What follows belongs to an exercise in optimizing a design on an open flow for a short achievable clock period and few clock cycles per item; a production flow would make more cautious choices.
In this exercise RTL edits were held to simulation tests only and were not proved equivalent to the original.
In every run shown here, the design's own scripts or RTL, not TritonCTS, make the clock network.
The clock port is modelled as an ideal driver, which makes a skipped or thinned clock tree look cheaper than it is; a real chip needs a root buffer or a tree.
Power and IR drop assume default switching activity.

$ cat flow/config.mk
export PLATFORM = sky130hd
export DESIGN_NAME = min_buffer_queue_counter
export DESIGN_NICKNAME = min_buffer_queue_counter
export VERILOG_FILES = /design/flow/design.v
export SDC_FILE = /design/flow/constraint.sdc
export NUM_CORES = 4
export LEC_CHECK = 0
export ABC_CLOCK_PERIOD_IN_PS = 2000
export CAP_MARGIN = 20
export CORE_MARGIN = 2
export CORE_UTILIZATION = 70
export SETUP_SLACK_MARGIN = 4.5
export SLEW_MARGIN = 20
$ cat flow/constraint.sdc
create_clock -name core_clock -period 6.5 [get_ports {clk}]
set_input_delay 1.3000 -clock core_clock [delete_from_list [all_inputs] [get_ports {clk}]]
set_output_delay 1.3000 -clock core_clock [all_outputs]
set_load 0.01 [all_outputs]
$ cat flow/design.v
package mbqc_pkg;
  localparam int DEF_MAX_QUEUES = 64;
  localparam int TRAIN_W     = 16;
  localparam int QIDX_W      = 6;
  localparam int QUSED_W     = 7;
  localparam int IN_TDATA_W  = 16;
  localparam int OUT_TDATA_W = 16;
  localparam int OUT_PAD_W   = OUT_TDATA_W - QIDX_W - QUSED_W;
  localparam int QIDX_LSB  = 0;
  localparam int QUSED_LSB = QIDX_W;
  localparam int RES_W = 1 + QUSED_W + QIDX_W;
endpackage
module mbqc_ctrl (
  input  logic                             clk,
  input  logic                             rst_n,
  input  logic                             in_tvalid,
  output logic                             in_tready,
  input  logic [mbqc_pkg::IN_TDATA_W-1:0]  in_tdata,
  input  logic                             in_tlast,
  output logic                             item_valid,
  output logic [mbqc_pkg::TRAIN_W-1:0]     item_num,
  output logic [4*mbqc_pkg::TRAIN_W-1:0]   item_cmp,   
  output logic                             item_last,
  input  logic                             res_valid,
  input  logic [mbqc_pkg::RES_W-1:0]       res,
  output logic                             out_valid,
  input  logic                             out_tready,
  output logic [mbqc_pkg::RES_W-1:0]       out_res
);
  localparam int DEPTH = 8;
  localparam int PW    = 3;
  logic                         ready_r;
  logic                         item_valid_r;
  logic [mbqc_pkg::TRAIN_W-1:0] item_num_r;
  logic [mbqc_pkg::TRAIN_W-1:0] item_inv_r;
  logic [mbqc_pkg::TRAIN_W-1:0] item_clr_r;
  logic [mbqc_pkg::TRAIN_W-1:0] item_clr_inv_r;
  logic                         item_last_r;
  logic [mbqc_pkg::RES_W-1:0]   slot_r [DEPTH];
  logic [PW:0]                  rd_r;
  logic [PW:0]                  wr_r;
  logic [PW:0]                  cnt_r;              
  logic [PW:0]                  occ_r;              
  logic                         pop_r;              
  logic                         out_valid_r;
  logic [mbqc_pkg::RES_W-1:0]   out_res_r;
  logic                         take;
  logic                         held;               
  logic                         held2;              
  logic [PW-1:0]                rd_nxt;
  logic [mbqc_pkg::RES_W-1:0]   head_hold;
  logic [mbqc_pkg::RES_W-1:0]   head_pop;
  logic                         valid_hold;
  logic                         valid_pop;
  logic [mbqc_pkg::RES_W-1:0]   res_rdy;
  logic                         valid_rdy;
  logic [PW:0]                  cnt_keep;
  logic [PW:0]                  cnt_rdy;
  logic [PW:0]                  rd_rdy;
  always_comb begin
    take       = rst_n && in_tvalid && ready_r;
    held       = cnt_r != '0;
    held2      = cnt_r > (PW+1)'(1);
    rd_nxt     = rd_r[PW-1:0] + PW'(1);
    head_hold  = held ? slot_r[rd_r[PW-1:0]] : res;
    valid_hold = held || res_valid;
    head_pop   = held2 ? slot_r[rd_nxt] : res;
    valid_pop  = held2 || res_valid;
    res_rdy    = held ? head_pop : head_hold;
    valid_rdy  = held ? valid_pop : valid_hold;
    cnt_keep   = cnt_r + (PW+1)'(res_valid);
    cnt_rdy    = held ? cnt_keep - (PW+1)'(1) : cnt_keep;
    rd_rdy     = held ? rd_r + (PW+1)'(1) : rd_r;
  end
  always_ff @(posedge clk) begin
    item_num_r  <= in_tdata[mbqc_pkg::TRAIN_W-1:0];
    item_inv_r  <= ~in_tdata[mbqc_pkg::TRAIN_W-1:0];
    if (!rst_n) begin
      item_clr_r     <= '0;
      item_clr_inv_r <= '1;
    end else begin
      item_clr_r     <= in_tdata[mbqc_pkg::TRAIN_W-1:0];
      item_clr_inv_r <= ~in_tdata[mbqc_pkg::TRAIN_W-1:0];
    end
    item_last_r <= in_tlast;
    if (res_valid) begin
      slot_r[wr_r[PW-1:0]] <= res;
    end
    out_res_r <= out_tready ? res_rdy : head_hold;
    if (!rst_n) begin
      ready_r      <= 1'b1;
      item_valid_r <= 1'b0;
      rd_r         <= '0;
      wr_r         <= '0;
      occ_r        <= '0;
      cnt_r        <= '0;
      pop_r        <= 1'b0;
      out_valid_r  <= 1'b0;
    end else begin
      item_valid_r <= take;
      if (res_valid) wr_r <= wr_r + (PW+1)'(1);
      rd_r         <= out_tready ? rd_rdy : rd_r;
      cnt_r        <= out_tready ? cnt_rdy : cnt_keep;
      out_valid_r  <= out_tready ? valid_rdy : valid_hold;
      pop_r        <= out_tready && held;
      occ_r        <= occ_r + (PW+1)'(item_valid_r) - (PW+1)'(pop_r);
      ready_r      <= occ_r + (PW+1)'(item_valid_r) <= (PW+1)'(DEPTH - 2);
    end
  end
  assign in_tready  = ready_r;
  assign item_valid = item_valid_r;
  assign item_num   = item_num_r;
  assign item_cmp   = {~item_clr_inv_r, item_clr_r, ~item_inv_r, item_num_r};
  assign item_last  = item_last_r;
  assign out_valid  = out_valid_r;
  assign out_res    = out_res_r;
endmodule
module mbqc_dp #(
  parameter int MAX_QUEUES = mbqc_pkg::DEF_MAX_QUEUES
) (
  input  logic                               clk,
  input  logic                               rst_n,
  input  logic                               item_valid,
  input  logic [mbqc_pkg::TRAIN_W-1:0]       item_num,
  input  logic [4*mbqc_pkg::TRAIN_W-1:0]     item_cmp,    
  input  logic                               item_last,
  output logic                               res_valid,
  output logic [mbqc_pkg::RES_W-1:0]         res
);
  localparam int NQ = MAX_QUEUES;
  localparam int HW = mbqc_pkg::TRAIN_W / 2;
  logic [mbqc_pkg::TRAIN_W-1:0] tail_r [NQ];
  logic [NQ-1:0]                used_r;     
  logic                         clr_r;      
  logic                         p_valid_r;
  logic [mbqc_pkg::TRAIN_W-1:0] p_num_r;
  logic                         p_last_r;
  logic [NQ-1:0]                hgt_r;      
  logic [NQ-1:0]                heq_r;      
  logic [NQ-1:0]                lgt_r;      
  logic                         gt1_r;      
  logic                         gt2_r;      
  logic                         r_valid_r;
  logic [NQ-1:0]                wr_r;       
  logic [NQ-1:0]                wr2_r;      
  logic [mbqc_pkg::TRAIN_W-1:0] w_num_r;    
  logic                         res_valid_r;
  logic [mbqc_pkg::RES_W-1:0]   res_r;
  logic [mbqc_pkg::TRAIN_W-1:0] num_j;
  logic [NQ-1:0] hgt_c;
  logic [NQ-1:0] heq_c;
  logic [NQ-1:0] lgt_c;
  logic [NQ-1:0] in_use;     
  logic [NQ-1:0] above;      
  logic [NQ-1:0] prev_abv;   
  logic [NQ-1:0] wr;         
  logic [NQ-1:0] used_nxt;   
  function automatic logic [6:0] therm_count(input logic [NQ-1:0] t);
    logic [6:0] c;
    for (int k = 0; k < 7; k++) begin
      c[k] = 1'b0;
      for (int i = 0; (2 * i + 1) * (1 << k) <= NQ; i++) begin
        if ((2 * i + 2) * (1 << k) <= NQ)
          c[k] = c[k] | (t[(2 * i + 1) * (1 << k) - 1] & ~t[(2 * i + 2) * (1 << k) - 1]);
        else
          c[k] = c[k] | t[(2 * i + 1) * (1 << k) - 1];
      end
    end
    therm_count = c;
  endfunction
  function automatic logic [5:0] onehot_index(input logic [NQ-1:0] h);
    logic [5:0] x;
    x = '0;
    for (int j = 0; j < NQ; j++) begin
      x = x | (h[j] ? 6'(j) : 6'd0);
    end
    onehot_index = x;
  endfunction
  function automatic logic greater8(input logic [7:0] a, input logic [7:0] b);
    logic [7:0] g1, e1;
    logic [3:0] g2, e2;
    logic [1:0] g4, e4;
    g1 = a & ~b;
    e1 = ~(a ^ b);
    for (int i = 0; i < 4; i++) begin
      g2[i] = g1[2*i+1] | (e1[2*i+1] & g1[2*i]);
      e2[i] = e1[2*i+1] & e1[2*i];
    end
    for (int i = 0; i < 2; i++) begin
      g4[i] = g2[2*i+1] | (e2[2*i+1] & g2[2*i]);
      e4[i] = e2[2*i+1] & e2[2*i];
    end
    greater8 = g4[1] | (e4[1] & g4[0]);
  endfunction
  function automatic logic greater16(input logic [15:0] a, input logic [15:0] b);
    greater16 = greater8(a[15:8], b[15:8]) | ((a[15:8] == b[15:8]) & greater8(a[7:0], b[7:0]));
  endfunction
  always_comb begin
    for (int j = 0; j < NQ; j++) begin
      num_j    = item_cmp[mbqc_pkg::TRAIN_W*((4*j)/NQ) +: mbqc_pkg::TRAIN_W];
      hgt_c[j] = greater8(tail_r[j][mbqc_pkg::TRAIN_W-1:HW], num_j[mbqc_pkg::TRAIN_W-1:HW]);
      heq_c[j] = tail_r[j][mbqc_pkg::TRAIN_W-1:HW] == num_j[mbqc_pkg::TRAIN_W-1:HW];
      lgt_c[j] = greater8(tail_r[j][HW-1:0], num_j[HW-1:0]);
    end
    in_use = clr_r ? '0 : used_r;
    for (int j = 0; j < NQ; j++) begin
      above[j] = in_use[j] && (wr_r[j]  ? gt1_r :
                               wr2_r[j] ? gt2_r :
                                          (hgt_r[j] || (heq_r[j] && lgt_r[j])));
    end
    prev_abv = {above[NQ-2:0], 1'b1};
    wr       = prev_abv & ~above & {NQ{p_valid_r}};
    used_nxt = in_use | prev_abv;
  end
  always_ff @(posedge clk) begin
    p_num_r  <= item_num;
    p_last_r <= item_last;
    hgt_r    <= hgt_c;
    heq_r    <= heq_c;
    lgt_r    <= lgt_c;
    gt1_r    <= greater16(p_num_r, item_num);
    gt2_r    <= greater16(w_num_r, item_num);
    wr_r     <= wr;
    wr2_r    <= wr_r;
    w_num_r  <= p_num_r;
    for (int j = 0; j < NQ; j++) begin
      if (wr_r[j]) tail_r[j] <= w_num_r;
    end
    if (p_valid_r) begin
      used_r <= used_nxt;
    end
    res_r <= {~|wr_r, therm_count(used_r), onehot_index(wr_r)};
    if (!rst_n) begin
      p_valid_r   <= 1'b0;
      r_valid_r   <= 1'b0;
      res_valid_r <= 1'b0;
      clr_r       <= 1'b1;
    end else begin
      p_valid_r   <= item_valid;
      r_valid_r   <= p_valid_r;
      res_valid_r <= r_valid_r;
      if (p_valid_r) clr_r <= p_last_r;
    end
  end
  assign res       = res_r;
  assign res_valid = res_valid_r;
endmodule
module min_buffer_queue_counter #(
  parameter int MAX_QUEUES = mbqc_pkg::DEF_MAX_QUEUES
) (
  input  logic                             clk,
  input  logic                             rst_n,
  input  logic                             in_tvalid,
  output logic                             in_tready,
  input  logic [mbqc_pkg::IN_TDATA_W-1:0]  in_tdata,    
  input  logic                             in_tlast,    
  output logic                             out_tvalid,
  input  logic                             out_tready,
  output logic [mbqc_pkg::OUT_TDATA_W-1:0] out_tdata,   
  output logic                             out_tuser    
);
  logic                         item_valid;
  logic [mbqc_pkg::TRAIN_W-1:0] item_num;
  logic [4*mbqc_pkg::TRAIN_W-1:0] item_cmp;
  logic                         item_last;
  logic                         res_valid;
  logic [mbqc_pkg::RES_W-1:0]   res;
  logic [mbqc_pkg::RES_W-1:0]   out_res;
  mbqc_ctrl u_ctrl (
    .clk        (clk),
    .rst_n      (rst_n),
    .in_tvalid  (in_tvalid),
    .in_tready  (in_tready),
    .in_tdata   (in_tdata),
    .in_tlast   (in_tlast),
    .item_valid (item_valid),
    .item_num   (item_num),
    .item_cmp   (item_cmp),
    .item_last  (item_last),
    .res_valid  (res_valid),
    .res        (res),
    .out_valid  (out_tvalid),
    .out_tready (out_tready),
    .out_res    (out_res)
  );
  mbqc_dp #(
    .MAX_QUEUES (MAX_QUEUES)
  ) u_dp (
    .clk        (clk),
    .rst_n      (rst_n),
    .item_valid (item_valid),
    .item_num   (item_num),
    .item_cmp   (item_cmp),
    .item_last  (item_last),
    .res_valid  (res_valid),
    .res        (res)
  );
  assign out_tdata = {{mbqc_pkg::OUT_PAD_W{1'b0}},
                      out_res[mbqc_pkg::QUSED_W+mbqc_pkg::QIDX_W-1:0]};
  assign out_tuser = out_res[mbqc_pkg::RES_W-1];
endmodule
$ cat flow/flow/run.sh
#!/bin/bash
# The standard layout (standard.sh), except for the clock tree: flow/mktree.tcl, sourced by
# ORFS's CTS step as its PRE_CTS_TCL hook, builds a balanced two-level buffer tree in place of
# TritonCTS's three-level tree: the clock port drives four quadrant buffers (buf_16), each
# drives sixteen leaf buffers (clkbuf_16, one for each strip of its quadrant), each drives the
# flip-flops of its strip. It also moves the flip-flops that drive output ports next to their
# port buffers.
set -euo pipefail
export PRE_CTS_TCL="$PWD/flow/mktree.tcl"
bash standard.sh > flow_make.log 2>&1
$ cat flow/flow/mktree.tcl
# Manual two-level clock tree: the clock port drives four quadrant buffers, each drives the
# leaf buffers of its quadrant, each leaf buffer drives a cluster of nearby flip-flop clock pins.
# Expects the design loaded and placed; mt_build splits the sinks into four quadrants, each into
# leaf_cols x leaf_rows clusters of about equal size.
proc mt_centroid {pts} {
  set sx 0; set sy 0; set n 0
  foreach p $pts { set sx [expr {$sx + [lindex $p 1]}]; set sy [expr {$sy + [lindex $p 2]}]; incr n }
  return [list [expr {$sx / $n}] [expr {$sy / $n}]]
}
# split a list of {obj x y} into k nearly equal groups along coordinate idx (1=x, 2=y)
proc mt_split {pts k idx} {
  set s [lsort -real -index $idx $pts]
  set n [llength $s]
  set out {}
  for {set i 0} {$i < $k} {incr i} {
    set a [expr {($n * $i) / $k}]
    set b [expr {($n * ($i + 1)) / $k - 1}]
    lappend out [lrange $s $a $b]
  }
  return $out
}
proc mt_build {clk_port_net leaf_cols leaf_rows buf_cell root_cell} {
  set block [ord::get_db_block]
  set db [ord::get_db]
  set master [$db findMaster $buf_cell]
  set rmaster [$db findMaster $root_cell]
  set net [$block findNet $clk_port_net]
  set pts {}
  foreach it [$net getITerms] {
    set inst [$it getInst]
    set bb [$inst getBBox]
    set x [expr {([$bb xMin] + [$bb xMax]) / 2}]
    set y [expr {([$bb yMin] + [$bb yMax]) / 2}]
    lappend pts [list $it $x $y]
  }
  puts "mktree: [llength $pts] sinks"
  set quads {}
  foreach half [mt_split $pts 2 1] {
    foreach q [mt_split $half 2 2] { lappend quads $q }
  }
  set qi 0
  set nleaf 0
  foreach q $quads {
    set leaves {}
    foreach col [mt_split $q $leaf_cols 1] {
      foreach grp [mt_split $col $leaf_rows 2] {
        lassign [mt_centroid $grp] cx cy
        set name "clkbuf_m_leaf_${qi}_[llength $leaves]"
        set inst [odb::dbInst_create $block $master $name]
        set lnet [odb::dbNet_create $block "clknet_m_leaf_${qi}_[llength $leaves]"]
        $lnet setSigType CLOCK
        foreach p $grp {
          set it [lindex $p 0]
          $it disconnect
          $it connect $lnet
        }
        [$inst findITerm X] connect $lnet
        set w [[$inst getMaster] getWidth]
        set h [[$inst getMaster] getHeight]
        $inst setLocation [expr {int($cx - $w / 2)}] [expr {int($cy - $h / 2)}]
        $inst setPlacementStatus PLACED
        lappend leaves [list $inst $cx $cy]
        incr nleaf
      }
    }
    lassign [mt_centroid $leaves] qx qy
    set qinst [odb::dbInst_create $block $rmaster "clkbuf_m_root_${qi}"]
    set qnet [odb::dbNet_create $block "clknet_m_root_${qi}"]
    $qnet setSigType CLOCK
    foreach l $leaves { [[lindex $l 0] findITerm A] connect $qnet }
    [$qinst findITerm X] connect $qnet
    [$qinst findITerm A] connect $net
    set w [[$qinst getMaster] getWidth]
    set h [[$qinst getMaster] getHeight]
    $qinst setLocation [expr {int($qx - $w / 2)}] [expr {int($qy - $h / 2)}]
    $qinst setPlacementStatus PLACED
    incr qi
  }
  puts "mktree: $qi root buffers, $nleaf leaf buffers"
}

# Move each flip-flop that drives an output port's buffer next to that buffer, so the wire it
# drives is short; the detailed placement after the tree is built makes the placement legal.
proc mt_pull_output_flops {} {
  set block [ord::get_db_block]
  foreach bt [$block getBTerms] {
    if {[$bt getIoType] ne "OUTPUT"} continue
    set net [$bt getNet]
    if {$net eq "NULL"} continue
    foreach it [$net getITerms] {
      if {![$it isOutputSignal]} continue
      set buf [$it getInst]
      set a [$buf findITerm A]
      if {$a eq "NULL" || $a eq ""} continue
      set anet [$a getNet]
      if {$anet eq "NULL"} continue
      foreach it2 [$anet getITerms] {
        if {![$it2 isOutputSignal]} continue
        set ff [$it2 getInst]
        if {![string match "*df*" [[$ff getMaster] getName]]} continue
        lassign [$buf getLocation] bx by
        set w [[$ff getMaster] getWidth]
        set die [$block getDieArea]
        set x [expr {$bx - $w}]
        if {$x < [$die xMin] + 10000} { set x [expr {$bx + [[$buf getMaster] getWidth]}] }
        puts "mktree: [$ff getName] moved next to [$buf getName]"
        $ff setLocation $x $by
        $ff setPlacementStatus PLACED
      }
    }
  }
}

# Used as PRE_CTS_TCL: ORFS's cts.tcl then calls this in place of TritonCTS, and goes on as
# usual (detailed placement, timing repair) with the tree built here.
proc clock_tree_synthesis { args } {
  mt_pull_output_flops
  mt_build clk 1 16 sky130_fd_sc_hd__clkbuf_16 sky130_fd_sc_hd__buf_16
  set_propagated_clock [all_clocks]
}
$ cat flow/standard.sh
#!/bin/bash
# synth_recipe.tcl (not shown) runs the flow's synth.tcl, then flattens the netlist and writes it again
# the make line also repeats each setting of config.mk as NAME=value (left out here)
make -C /OpenROAD-flow-scripts/flow DESIGN_CONFIG=/design/flow/config.mk WORK_HOME=/design/flow/orfs CLKGATE_MAP_FILE= SYNTH_SCRIPT=/design/flow/synth_recipe.tcl "${@:-finish}"
==> Implementation_results.wiki, run 1 <==
{| class="wikitable"
! Metric !! Value
|-
| Run status || no timing/DRC/antenna violations
|-
| Startpoint class of the critical path || register
|-
| Area fraction in compound gates after synthesis || 10.2%
|-
| CP arrival || 0.90 ns
|-
| Std-Cell Rows || 117
|-
| Post-route minimum period || 2.20 ns
|-
| Share of the clock period used by the worst path after layout || 33.9%
|-
| Post-synthesis area per instance || 14.8 µm²
|-
| Via count of the first global-routing pass || 43.7k
|-
| Global-route wire length before repair || 271000 µm
|-
| Clock slew seen by the registers of the worst setup and hold paths || 0.11 ns
|-
| Total global routing track utilization || 34.0%
|-
| Max-cap violation count || 0
|-
| Post-Layout Cell Count || 6484
|-
| Distinct cell type count after synthesis || 57
|-
| Number of vias per cell || 6.84
|-
| Critical path buffer and inverter count || 1
|-
| Initial cell density of the core || 70.7%
|-
| Most instantiated flip-flop cell in the synthesis netlist || edfxtp_1
|-
| Count of final hold-check violations || 0
|-
| Floorplan die area || 106000 µm²
|-
| Met1 demand-to-capacity share in global routing || 50.9%
|-
| Count of routing violations after the opening detailed-route iteration || 4870
|-
| Relative slew slack || 20.6%
|-
| Synthesis-stage register bit count || 1672
|-
| Die boundary height || 325 µm
|-
| Slowest CP cell || dfxtp_1
|-
| Depth of the worst hold-timing path || 0
|-
| Die outline width || 325 µm
|-
| Per-cell routed wire length || 28.3 µm
|-
| Maximum achievable frequency || 0.454 GHz
|-
| Required time at the endpoint of the critical path || 5.20 ns
|-
| Detailed Routing Iterations Pass 1 || 6
|-
| R2r worst-path depth || 6
|-
| Final-report max-slew violation count || 0
|-
| Final estimated routing congestion in global placement || 0.917
|-
| I/O pin total || 40
|-
| Met2 global-route usage || 54.3%
|-
| Total DRC errors in the routed layout || 0
|-
| Portion of total power attributed to the clock network || 26.5%
|-
| Layer with the highest usage || met2
|-
| Number of port buffers || 36
|-
| Final HPWL from detailed placement || 110000 µm
|-
| Core Area || 102000 µm²
|-
| Pin count of the biggest net entering global routing || 70
|-
| Combinational cell fraction of total power || 11.4%
|-
| RSZ-0062 raised after global routing || yes
|-
| Share of synthesized cell area in and, or, nand and nor gates || 6.17%
|-
| Number of synthesized flops with an enable pin || 1199
|-
| Number of nets still failing antenna checks after routing || 0
|-
| Synth warnings || 3
|-
| Total vias in the final route || 44.4k
|-
| Total net switching power || 0.00461 W
|-
| Number of cells on the critical path || 1
|-
| Switching part of the total power || 24.2%
|-
| Net count of the finished layout || 6135
|-
| Kind of critical path || reg -> out
|-
| Maximum fanout count along the critical path || 1
|-
| Dominant combinational cell family by area after synthesis || adder cells
|-
| Largest delay share family, worst path || flip-flops
|-
| Seq pwr share || 62.2%
|-
| Peak VDD IR || 239 µV
|-
| Ordered list of cells on the worst path || buf_2
|-
| Antenna violations before repair || 4
|-
| Area grow syn2layout || 8.80%
|-
| Proportion of synthesized chip area in sequential cells || 63.0%
|-
| Standby leakage power || 29.3 nW
|-
| Delay contributed by the slowest stage of the critical path || 0.34 ns
|-
| GRT overflow || 0
|-
| Cells after Synth || 4885
|-
| Share of synthesized cell area in full adder, half adder and majority cells || 17.3%
|-
| Proportion of synthesized flip-flops having asynchronous set or reset || 0%
|-
| Clock tree skew after final layout || 0.0228 ns
|-
| Power Internal || 0.0144 W
|-
| Power per cell area || 243 nW/µm²
|-
| Proportion of layout cells with a drive suffix above 1 || 11.2%
|-
| Latest clock arrival within the worst-skew pair || 0.44 ns
|-
| Dominant cell type by area after synthesis || edfxtp_1
|-
| Total Neg Setup Slack || 0 ns
|-
| Ranking of synthesized cells by area || edfxtp_1, ha_1, dfxtp_1, a21oi_1, mux4_2
|-
| Type of element capturing the critical path || output pin
|-
| Post-synthesis mux area share || 1.98%
|-
| Combined area of all synthesized cells || 72100 µm²
|-
| Slew of the pin with the lowest slew margin || 1.19 ns
|-
| Met3 track demand over resource in global routing || 2.62%
|-
| Cell Count Post-Placement || 6314
|-
| Hold Crit Class || reg -> reg
|-
| Endpoints failing setup || 0
|-
| Top cell type's share of synthesized area || 49.9%
|-
| Post-Synth XOR/XNOR Area || 0.158%
|-
| Post-layout util || 76.9%
|-
| Drt total wl || 183000 µm
|}
## power groups by stage
stage	registers, W	logic (W)	clock network, W
6_report	0.0118	0.00216	0.00504
5_1_grt	0.0119	0.00234	0.00545
4_1_cts	0.0118	0.00197	0.00500
3_5_place_dp	0.0121	0.00176	0
3_3_place_gp	0.0121	0.00170	0
2_1_floorplan	0.0120	0.00115	0
## stage by stage
stage / power [W] / setup WS, ns / area, µm² / hold slack (ns)
after floorplan: 0.0132 / 4.03 / 72300 / 0.310
after global placement: 0.0138 / 3.39 / 74700 / 0.319
after detailed placement: 0.0139 / 3.31 / 74800 / 0.318
after CTS: 0.0188 / 4.30 / 77700 / 0.349
after global routing: 0.0196 / 4.24 / 78500 / 0.355
final: 0.0190 / 4.30 / 78500 / 0.353
## worst paths after layout
path                        startpoint       endpoint  slack [ns]
setup / recovery   u_ctrl.out_res_r[2]   out_tdata[2]        4.30
hold / removal      u_ctrl.item_last_r  u_dp.p_last_r        0.35
setup reg to reg  u_ctrl.item_num_r[5]     u_dp.gt2_r        4.30
hold reg to reg     u_ctrl.item_last_r  u_dp.p_last_r        0.35
## final cells by class
cell class              instances  area [µm²]
repair buffers                221        2320
flip-flops and latches       1672       45600
diodes                          3        7.51
fillers                      6126       23500
plain buffers                  68        1710
multi-input cells            3014       26500
inverters                     138         614
well taps                    1368        1710
## cells in the mapped netlist, types with 18 or more instances
cell	n
edfxtp_1	1199
nor2_1	169
nor3b_1	63
a21o_1	119
or2_2	50
inv_1	135
a211o_1	124
a311oi_1	36
o21a_1	64
nand2b_1	50
a211oi_1	82
o21ai_0	189
a2111oi_0	36
a21oi_1	277
nor4_1	21
dfxtp_1	473
mux4_2	56
nor3_1	108
nand4_1	139
nand2_1	146
nand4b_1	34
o31ai_1	65
buf_2	18
ha_1	999
clkbuf_1	32
o22ai_1	32
a21boi_0	60
or3_1	18
## what timing repair did
action                     in CTS  in global routing
setup endpoints to repair     283                128
gates cloned                    0                  3
pin swaps                       6                 27
buffers inserted               74                 22
gates resized for setup       171                136
hold buffers                    0                  0
## cell families (layout without fill, tap and decap cells)
group,Yosys count,after routing
buf+inv,201,427
other cells,1,6
compound gates,1102,1102
flops,1672,1672
fa+ha+maj,999,999
xor+xnor,13,13
simple gates,824,824
mux,73,73
## per-layer routing
layer / vias to the layer above / wire, µm
met5: - / 29
li1: 19600 / -
met2: 2267 / 83900
met1: 22100 / 77800
met3: 362 / 15400
met4: 4 / 6170
## flip-flops by register name, indices dropped and copies added (netlist names), 63 cells and up, named ones only
signal	cells
u_dp.wr2_r	64
u_dp.used_r	63
u_dp.heq_r	64
u_dp.lgt_r	64
u_dp.tail_r	1024
u_ctrl.slot_r	112
u_dp.wr_r	64
u_dp.hgt_r	64
## placed cells by master, fill, tap and decap left out, types with 24 or more instances in the layout
cell	synthesis	routed
a21o_1	119	118
nor3_1	108	106
nand4_1	139	139
buf_4	7	133
o21ai_0	189	179
clkbuf_16	0	67
mux4_2	56	56
a211oi_1	82	71
o21a_1	64	64
nand4b_1	34	34
a211o_1	124	124
edfxtp_1	1199	1199
buf_12	0	35
o31ai_1	65	63
nand2_1	146	146
dfxtp_2	0	57
a21oi_1	277	272
inv_1	135	109
dfxtp_1	473	394
a311oi_1	36	35
clkinvlp_4	0	25
nor3b_1	63	63
nand2b_1	50	50
ha_1	999	984
nor2_1	169	164
a21boi_0	60	57
or2_2	50	50
o22ai_1	32	24
Testbench counts, summed over its fixed seeds: cycles 12,040, items 12,000.
==> inputs of run 2 (changes only) <==
--- a/flow/design.v
+++ b/flow/design.v
@@ -31,3 +31,4 @@
   localparam int PW    = 3;
-  logic                         ready_r;
+  logic                         ready_r;            
+  logic                         full_r;             
   logic                         item_valid_r;
@@ -60,3 +61,3 @@
   always_comb begin
-    take       = rst_n && in_tvalid && ready_r;
+    take       = rst_n && in_tvalid && !full_r;
     held       = cnt_r != '0;
@@ -91,2 +92,3 @@
       ready_r      <= 1'b1;
+      full_r       <= 1'b0;
       item_valid_r <= 1'b0;
@@ -107,2 +109,3 @@
       ready_r      <= occ_r + (PW+1)'(item_valid_r) <= (PW+1)'(DEPTH - 2);
+      full_r       <= occ_r + (PW+1)'(item_valid_r) > (PW+1)'(DEPTH - 2);
     end
@@ -140,4 +143,6 @@
   logic [NQ-1:0]                lgt_r;      
-  logic                         gt1_r;      
-  logic                         gt2_r;      
+  logic [2:0]                   gt1_r;      
+  logic [2:0]                   gt2_r;      
+  logic                         gt1;
+  logic                         gt2;
   logic                         r_valid_r;
@@ -194,4 +199,4 @@
   endfunction
-  function automatic logic greater16(input logic [15:0] a, input logic [15:0] b);
-    greater16 = greater8(a[15:8], b[15:8]) | ((a[15:8] == b[15:8]) & greater8(a[7:0], b[7:0]));
+  function automatic logic [2:0] halves_cmp(input logic [15:0] a, input logic [15:0] b);
+    halves_cmp = {greater8(a[15:8], b[15:8]), a[15:8] == b[15:8], greater8(a[7:0], b[7:0])};
   endfunction
@@ -205,5 +210,7 @@
     in_use = clr_r ? '0 : used_r;
+    gt1    = gt1_r[2] || (gt1_r[1] && gt1_r[0]);
+    gt2    = gt2_r[2] || (gt2_r[1] && gt2_r[0]);
     for (int j = 0; j < NQ; j++) begin
-      above[j] = in_use[j] && (wr_r[j]  ? gt1_r :
-                               wr2_r[j] ? gt2_r :
+      above[j] = in_use[j] && (wr_r[j]  ? gt1 :
+                               wr2_r[j] ? gt2 :
                                           (hgt_r[j] || (heq_r[j] && lgt_r[j])));
@@ -220,4 +227,4 @@
     lgt_r    <= lgt_c;
-    gt1_r    <= greater16(p_num_r, item_num);
-    gt2_r    <= greater16(w_num_r, item_num);
+    gt1_r    <= halves_cmp(p_num_r, item_num);
+    gt2_r    <= halves_cmp(w_num_r, item_num);
     wr_r     <= wr;
--- a/flow/config.mk
+++ b/flow/config.mk
@@ -10,3 +10,3 @@
 export CORE_MARGIN = 2
-export CORE_UTILIZATION = 70
+export CORE_UTILIZATION = 60
 export SETUP_SLACK_MARGIN = 4.5
==> Implementation_results.wiki, run 2 <==
{| class="wikitable"
! Metric !! Value
|-
| Run status || no timing/DRC/antenna violations (unchanged)
|-
| Share of the clock period used by the worst path after layout || 33.8% (was 33.9%)
|-
| Slowest CP cell || dfxtp_2 (was dfxtp_1)
|-
| Number of cells on the critical path || 1 (unchanged)
|-
| Relative slew slack || 22.3% (was 20.6%)
|-
| Type of element capturing the critical path || output pin (unchanged)
|-
| Floorplan die area || 122000 µm² (was 106000 µm²)
|-
| R2r worst-path depth || 4 (was 6)
|-
| Synth warnings || 3 (unchanged)
|-
| Area of all placed cells without fillers || 77700 µm² (was 78500 µm²)
|-
| Standby leakage power || 29.7 nW (was 29.3 nW)
|-
| Total cell area at the placement stage || 74800 µm² (about the same)
|-
| Final estimated routing congestion in global placement || 0.927 (was 0.917)
|-
| Count of routing violations after the opening detailed-route iteration || 4452 (was 4870)
|-
| Delay contributed by the slowest stage of the critical path || 0.34 ns (about the same)
|-
| Slew of the pin with the lowest slew margin || 1.16 ns (was 1.19 ns)
|-
| Peak VDD IR || 234 µV (was 239 µV)
|-
| Largest delay share family, worst path || flip-flops (unchanged)
|-
| Max reg flops || 1024 (unchanged)
|-
| Number of hold buffers added after cts || 0 (unchanged)
|-
| Detailed Routing Iterations Pass 1 || 6 (unchanged)
|-
| Antenna violations before repair || 9 (was 4)
|-
| CP arrival || 0.90 ns (about the same)
|-
| Proportion of synthesized chip area in sequential cells || 63.5% (was 63.0%)
|-
| Startpoint class of the critical path || register (unchanged)
|-
| Die boundary height || 350 µm (was 325 µm)
|-
| Maximum achievable frequency || 0.456 GHz (was 0.454 GHz)
|-
| Via count of the first global-routing pass || 42.0k (was 43.7k)
|-
| Drt total wl || 186000 µm (was 183000 µm)
|-
| Capturing element of the worst setup path || out_tvalid (was out_tdata[2])
|-
| Worst reg2reg setup slack || 4.49 ns (was 4.30 ns)
|-
| Ranking of synthesized cells by area || edfxtp_1, ha_1, dfxtp_1, nand2_1, a21oi_1 (was edfxtp_1, ha_1, dfxtp_1, a21oi_1, mux4_2)
|-
| Most common cell after layout, fill and taps aside || edfxtp_1 (unchanged)
|-
| Total DRC errors in the routed layout || 0 (unchanged)
|-
| Number of vias per cell || 6.36 (was 6.84)
|-
| Count of final hold-check violations || 0 (unchanged)
|-
| Number of synthesized flops with an enable pin || 1199 (unchanged)
|-
| Most instantiated flip-flop cell in the synthesis netlist || edfxtp_1 (unchanged)
|-
| Critical path buffer and inverter count || 1 (unchanged)
|-
| Std-Cell Rows || 126 (was 117)
|-
| Clock slew seen by the registers of the worst setup and hold paths || 0.12 ns (was 0.11 ns)
|-
| Total Neg Setup Slack || 0 ns (unchanged)
|-
| Die outline width || 350 µm (was 325 µm)
|-
| Power per cell area || 251 nW/µm² (was 243 nW/µm²)
|-
| Proportion of synthesized flip-flops having asynchronous set or reset || 0% (unchanged)
|-
| Initial cell density of the core || 60.6% (was 70.7%)
|-
| RSZ-0062 raised after global routing || yes (unchanged)
|-
| Final-report max-slew violation count || 0 (unchanged)
|-
| Largest register by flop count || u_dp.tail_r (unchanged)
|-
| Per-cell routed wire length || 27.4 µm (was 28.3 µm)
|-
| Area grow syn2layout || 8.26% (was 8.80%)
|-
| Number of port buffers || 36 (unchanged)
|-
| Hold Crit Class || reg -> reg (unchanged)
|-
| Critical R2R Launch || u_dp.used_r[52] (was u_ctrl.item_num_r[5])
|-
| Distinct cell type count after synthesis || 54 (was 57)
|-
| Post-synthesis area per instance || 14.4 µm² (was 14.8 µm²)
|-
| Maximum fanout count along the critical path || 1 (unchanged)
|-
| Final HPWL from detailed placement || 110000 µm (about the same)
|-
| Post-route minimum period || 2.20 ns (about the same)
|-
| Cells after Synth || 4967 (was 4885)
|-
| Pin count of the biggest net entering global routing || 65 (was 70)
|-
| GRT overflow || 0 (unchanged)
|-
| Cell with the most instances after synthesis || edfxtp_1 (unchanged)
|-
| Total vias in the final route || 43.1k (was 44.4k)
|-
| Kind of critical path || reg -> out (unchanged)
|-
| Endpoints failing setup || 0 (unchanged)
|-
| Dominant cell type by area after synthesis || edfxtp_1 (unchanged)
|-
| Global-route wire length before repair || 272000 µm (was 271000 µm)
|-
| Synthesis-stage register bit count || 1677 (was 1672)
|-
| R2R Path End || u_dp.res_r[6] (was u_dp.gt2_r)
|-
| Commonest cells in the synthesized netlist || edfxtp_1, ha_1, nand2_1 (was edfxtp_1, ha_1, dfxtp_1)
|-
| I/O pin total || 40 (unchanged)
|-
| Top library cells by usage in the layout, fill and taps aside || edfxtp_1, ha_1, nand2_1, dfxtp_1, a21oi_1 (was edfxtp_1, ha_1, dfxtp_1, a21oi_1, o21ai_0)
|-
| Clock tree skew after final layout || 0.0186 ns (was 0.0228 ns)
|-
| Latest clock arrival within the worst-skew pair || 0.44 ns (about the same)
|-
| Combined area of all synthesized cells || 71800 µm² (was 72100 µm²)
|-
| Number of nets still failing antenna checks after routing || 0 (unchanged)
|-
| Total global routing track utilization || 30.1% (was 34.0%)
|-
| Ordered list of cells on the worst path || buf_6 (was buf_2)
|-
| Top cell type's share of synthesized area || 50.2% (was 49.9%)
|-
| Proportion of layout cells with a drive suffix above 1 || 8.04% (was 11.2%)
|-
| Core Area || 118000 µm² (was 102000 µm²)
|-
| Critical Path Start || u_ctrl.out_valid_r (was u_ctrl.out_res_r[2])
|-
| Required time at the endpoint of the critical path || 5.20 ns (about the same)
|-
| Max-cap violation count || 0 (unchanged)
|-
| Net count of the finished layout || 6194 (was 6135)
|}
==> run 2: cell families after synthesis <==
| group | share of synthesized area (%) |
|---|---|
| other | 0.00523 |
| XOR/XNOR | 0.159 |
| multiplexers | 1.98 |
| AND/OR/NAND/NOR | 6.95 |
| AO/OA/AOI/OAI | 9.14 |
| buffers and inverters | 0.840 |
| flip-flops | 63.5 |
| adder cells (fa/ha/maj) | 17.4 |
==> run 2: how the worst min path moves through the flow <==
stage	start	cells past startpoint	to
2_1_floorplan	u_ctrl.item_last_r	0	u_dp.p_last_r
3_3_place_gp	u_ctrl.item_last_r	0	u_dp.p_last_r
3_5_place_dp	u_ctrl.item_last_r	0	u_dp.p_last_r
4_1_cts	u_ctrl.item_last_r	0	u_dp.p_last_r
5_1_grt	u_ctrl.item_last_r	0	u_dp.p_last_r
6_report	u_ctrl.item_last_r	0	u_dp.p_last_r
==> run 2: metal layers <==
metal	GRT usage (%)	vias to the layer above	wire length, µm
met4	5.28	4	3790
met2	49.0	1487	85900
met3	2.31	210	11800
met5	0	-	34
li1	-	19700	-
met1	45.2	21700	84200
==> run 2: area by class of cell <==
| type | count | area, µm² |
|---|---|---|
| diodes | 5 | 12.5 |
| plain buffers | 68 | 1710 |
| fillers | 8560 | 40700 |
| inverters | 96 | 414 |
| multi-input cells | 3141 | 25900 |
| flip-flops and latches | 1677 | 45700 |
| well taps | 1600 | 2000 |
| repair buffers | 190 | 1920 |
==> run 2: repair_timing <==
| item | in CTS | in global routing |
|---|---|---|
| resized for setup | 145 | 78 |
| hold endpoints to repair | 0 | 0 |
| endpoints found under the setup margin | 287 | 143 |
| cloned | 0 | 3 |
| buffers inserted | 29 | 17 |
| pin swaps | 3 | 10 |
==> run 2: report_power, final <==
group          switching (W)  internal (W)  total, W  leakage [nW]
combinational        0.00139       0.00105   0.00244          14.1
clock                0.00319       0.00192   0.00510         0.839
sequential          0.000283        0.0117    0.0119          14.8
==> run 2: per-stage QoR <==
step                      setup WS (ns)  total power, W  utilization (%)  instances  hold WS (ns)
after floorplan                    4.52          0.0134                -       4969         0.310
after global placement             3.38          0.0142             63.2       6655         0.312
after CTS                          4.29          0.0193             65.2       6752         0.351
final                              4.30          0.0195             65.6       6777         0.349
after global routing               4.28          0.0202             65.6       6772         0.352
after detailed placement           3.34          0.0143             63.2       6655         0.325
Testbench counts of run 2, summed over its fixed seeds: cycles 12,040, items 12,000.

## re-timing with driven ports
The results above use ideal ports. As a check the final layouts listed here were re-extracted and re-timed, cells and wires unchanged. Step 1, drivers: a clkbuf_16 drives clk and a buf_2 each remaining input, both assumed. Step 2, shift: input delay + t, output delay - t, t = (earliest + latest rising clock arrival at the registers) / 2. This alone moves slack from input paths to output paths. Three values: ideal, step 1, step 2; two values: the first two.
run	shift t [ns]	slack for setup (ns)	worst setup path at the end	cell pins on the clock port's net
run 1	0.602	4.299 / 4.123 / 4.065	input to register	4
run 2	0.609	4.305 / 4.125 / 4.045	input to register	4
After both steps every run listed still meets setup and hold. For run 2, which loses most, drivers alone change the setup slack by -0.180 ns; drivers and shift together by -0.260 ns.
